What follows belongs to an exercise in optimizing a design on an open flow for small area, a short achievable clock period and few clock cycles per item; a production flow would make more cautious choices. Only simulation tests tie the RTL to the original design; equivalence was not proved.

==> v33 <==
// tremolo_lfo_gain
module tremolo_lfo_gain (
    input  logic                           clk,
    input  logic                           rst_n,
    input  logic                           s_axis_tvalid,
    output logic                           s_axis_tready,
    input  logic [15:0]                    s_axis_tdata,    
    output logic                           m_axis_tvalid,
    input  logic                           m_axis_tready,
    output logic [15:0]                    m_axis_tdata,    
    input  logic                           cfg_we,
    input  logic                           cfg_index,
    input  logic [tlg_pkg::HP_W-1:0]       cfg_data
);
Settings: LEC_CHECK=0, ABC_AREA=1, CAP_MARGIN=20, CORE_MARGIN=2, CORE_UTILIZATION=40, CTS_BUF_LIST=sky130_fd_sc_hd__clkbuf_4 sky130_fd_sc_hd__clkbuf_8, PLACE_DENSITY=0.6, SETUP_SLACK_MARGIN=5, SLEW_MARGIN=20, TNS_END_PERCENT=100; clock period 10.0 ns.
standard.sh (not shown) runs the stock make flow with config.mk's settings and CLKGATE_MAP_FILE= SYNTH_SCRIPT=/design/flow/synth_recipe.tcl, a recipe that flattens the netlist after the stock synthesis.
==> flow/flow/run.sh <==
#!/bin/bash
set -euo pipefail
MARGIN=${MARGIN:-6.25}
sed -e "s/SETUP_SLACK_MARGIN=[^ ]*/SETUP_SLACK_MARGIN=${MARGIN}/" standard.sh > standard_margin.sh
grep -q "SETUP_SLACK_MARGIN=${MARGIN}" standard_margin.sh
bash standard_margin.sh > flow_make.log 2>&1
==> inputs of v5, as changes to v33 <==
--- a/flow/design.v
+++ b/flow/design.v
@@ -81,32 +81,38 @@
     logic                        dz_reg;       
     logic                        hp_wr;
     logic                        sel_wr;
     logic [HW-1:0]               cfg_h;
     logic                        start;
     logic [HW-1:0]               h_src;
     logic [2:0]                  g_skip;       
+    logic                        g_t1;
+    logic                        g_t2;
+    logic                        g_t3;
+    logic                        g_t4;
     logic [2:0]                  pre_next;
     logic                        act_next;
     logic                        busy_next;
     logic [tlg_pkg::CNT_W-1:0]   cnt_next;
     logic                        blk_next;
     logic                        sel2;
     logic                        sel1;
     assign hp_wr     = cfg_we && (cfg_index == tlg_pkg::CFG_HALF_PERIOD);
     assign sel_wr    = cfg_we && (cfg_index == tlg_pkg::CFG_WAVE_SEL);
     assign cfg_h     = (cfg_data == '0) ? HW'(1) : cfg_data;
     assign start     = hp_wr || init_reg;
     assign h_src     = hp_wr ? cfg_h : h_reg;
-    assign g_skip    = 3'((h_src[HW-1:4] != '0)) + 3'((h_src[HW-1:8] != '0))
-                     + 3'((h_src[HW-1:12] != '0)) + 3'((h_src[HW-1:16] != '0));
-    assign pre_next  = start ? g_skip : ((pre_reg != '0) ? (pre_reg - 1'b1) : '0);
-    assign busy_next = start || (busy_reg && (cnt_reg != 6'd35));
-    assign cnt_next  = start ? {1'b0, g_skip, 2'b00} :
-                       ((pre_reg != '0) ? cnt_reg : (cnt_reg + 1'b1));
+    assign g_t1      = (h_src[HW-1:4] != '0);
+    assign g_t2      = (h_src[HW-1:8] != '0);
+    assign g_t3      = (h_src[HW-1:12] != '0);
+    assign g_t4      = (h_src[HW-1:16] != '0);
+    assign g_skip    = {g_t4, g_t2 && !g_t4, (g_t1 && !g_t2) || (g_t3 && !g_t4)};
+    assign pre_next  = (pre_reg != '0) ? (pre_reg - 1'b1) : '0;
+    assign busy_next = busy_reg && (cnt_reg != 6'd35);
+    assign cnt_next  = (pre_reg != '0) ? cnt_reg : (cnt_reg + 1'b1);
     assign act_next  = busy_next && (pre_next == '0);
     assign blk_next  = start || (busy_reg && (cnt_reg < 6'd35));
     assign sel2      = (sel_reg == tlg_pkg::WAVE_PARABOLA);
     assign sel1      = (sel_reg == tlg_pkg::WAVE_TRIANGLE);
     logic              s_ready_reg;
     logic              v1_reg;
     logic              v2_reg;
@@ -358,29 +364,47 @@
                 h_reg <= cfg_h;
             end
             if (sel_wr)
             begin
                 sel_reg <= cfg_data[tlg_pkg::SEL_W-1:0];
             end
             init_reg <= 1'b0;
-            busy_reg <= busy_next;
-            if (start || busy_reg)
+            if (start)
             begin
-                cnt_reg <= cnt_next;
+                busy_reg <= 1'b1;
+                cnt_reg  <= {1'b0, g_skip, 2'b00};
+                pre_reg  <= g_skip;
+                sh4_reg  <= g_t1;
+                d1_reg   <= !g_t1;
+                d1b_reg  <= !g_t1;
+                d2_reg   <= !g_t1;
+                d3_reg   <= 1'b0;
+                d3b_reg  <= 1'b1;
+                fix1_reg <= 1'b0;
+                f1p_reg  <= 1'b0;
+                fix2_reg <= 1'b0;
+            end
+            else
+            begin
+                busy_reg <= busy_next;
+                if (busy_reg)
+                begin
+                    cnt_reg <= cnt_next;
+                end
+                pre_reg  <= pre_next;
+                sh4_reg  <= busy_next && (pre_next != '0);
+                d1_reg   <= act_next && (cnt_next <= 6'd32);
+                d1b_reg  <= act_next && (cnt_next == '0);
+                d2_reg   <= act_next && (cnt_next <= 6'd33);
+                d3_reg   <= act_next && (cnt_next >= 6'd1) && (cnt_next <= 6'd34);
+                d3b_reg  <= busy_next && (cnt_next <= 6'd32);
+                fix1_reg <= fix1_nx;
+                f1p_reg  <= act_next && (cnt_next == 6'd33);
+                fix2_reg <= act_next && (cnt_next == 6'd35);
             end
-            pre_reg  <= pre_next;
-            sh4_reg  <= busy_next && (pre_next != '0);
-            d1_reg   <= act_next && (cnt_next <= 6'd32);
-            d1b_reg  <= act_next && (cnt_next == '0);
-            d2_reg   <= act_next && (cnt_next <= 6'd33);
-            d3_reg   <= act_next && (cnt_next >= 6'd1) && (cnt_next <= 6'd34);
-            d3b_reg  <= busy_next && (cnt_next <= 6'd32);
-            fix1_reg <= fix1_nx;
-            f1p_reg  <= act_next && (cnt_next == 6'd33);
-            fix2_reg <= act_next && (cnt_next == 6'd35);
             s_ready_reg  <= !o2_valid_next && !blk_next;
             o2_valid_reg <= o2_valid_next;
             if (!stall)
             begin
                 v1_reg  <= adv1;
                 v2_reg  <= v1_reg;
                 vop_reg <= sel2 ? v2_reg : v1_reg;
@@ -412,16 +436,16 @@
         end
     end
     always_ff @(posedge clk)
     begin
         if (start)
         begin
             c_reg <= '0;
-            d_reg <= {4'b0000, (g_skip == 3'd4), 3'b000, (g_skip == 3'd3), 3'b000,
-                      (g_skip == 3'd2), 3'b000, (g_skip == 3'd1), 3'b000};
+            d_reg <= {4'b0000, g_t4, 3'b000, g_t3 && !g_t4, 3'b000,
+                      g_t2 && !g_t3, 3'b000, g_t1 && !g_t2, 3'b000};
         end
         else if (d1_reg)
         begin
             c_reg <= {c_reg[tlg_pkg::C_W-2:0], d1_q};
             d_reg <= d1_rem;
         end
         if (start)
==> run_results.csv <==
group,metric,value,unit
yosys,ys_seq_area_share,28.4,%
die,die_area,142000,um^2
layout,fin_nets,8169,
global_route,grt_pass1_wl,304000,um
routing,highest_layer,"met4",
global_route,grt_max_degree,95,
setup_path,start_kind,"register",
setup_path,slowest_delay,0.56,ns
run_status,status,"finished clean",
placement,gp_congestion,0.965,
layout,stdcell_area,63800,um^2
routing,first_iter_violations,5824,
setup_path,r2r_cells,11,
(the above is from v5)
==> run_results.csv <==
group,metric,value,unit
global_route,grt_max_degree,101,
setup_path,slowest_delay,0.44,ns
layout,fin_nets,8179,
routing,highest_layer,"met5",
placement,gp_congestion,0.947,
yosys,ys_seq_area_share,28.6,%
layout,stdcell_area,65200,um^2
run_status,status,"finished clean",
setup_path,r2r_cells,23,
routing,first_iter_violations,4921,
die,die_area,141000,um^2
(the above is from v33)
Testbench counts of v33, summed over its fixed seeds: cycles 10,344, items 9,600.
Testbench counts of v5, summed over its fixed seeds: cycles 10,344, items 9,600.

[re-timing with driven ports]
How much do the figures lean on ideal ports? The routed layouts below were timed once more, with nothing changed but the port constraints.
Step 1, drivers: a clkbuf_16 drives clk and a buf_2 each remaining input, both assumed.
Step 2, shift: input delay + t, output delay - t, t = (earliest + latest rising clock arrival at the registers) / 2. This alone moves slack from input paths to output paths.
Three values: ideal ports, drivers, drivers and shift; two values: the first two.
| run | t (ns) | setup slack, ns | worst register clock-pin slew, ns |
|---|---|---|---|
| v33 | 0.952 | 5.846 / 5.873 / 4.921 | 0.07 / 0.07 |
| v5 | 0.909 | 6.292 / 6.261 / 5.443 | 0.08 / 0.08 |
After both steps setup and hold are still met in every run listed. For v33, which loses most, drivers alone change the setup slack by +0.027 ns; drivers and shift together by -0.925 ns.
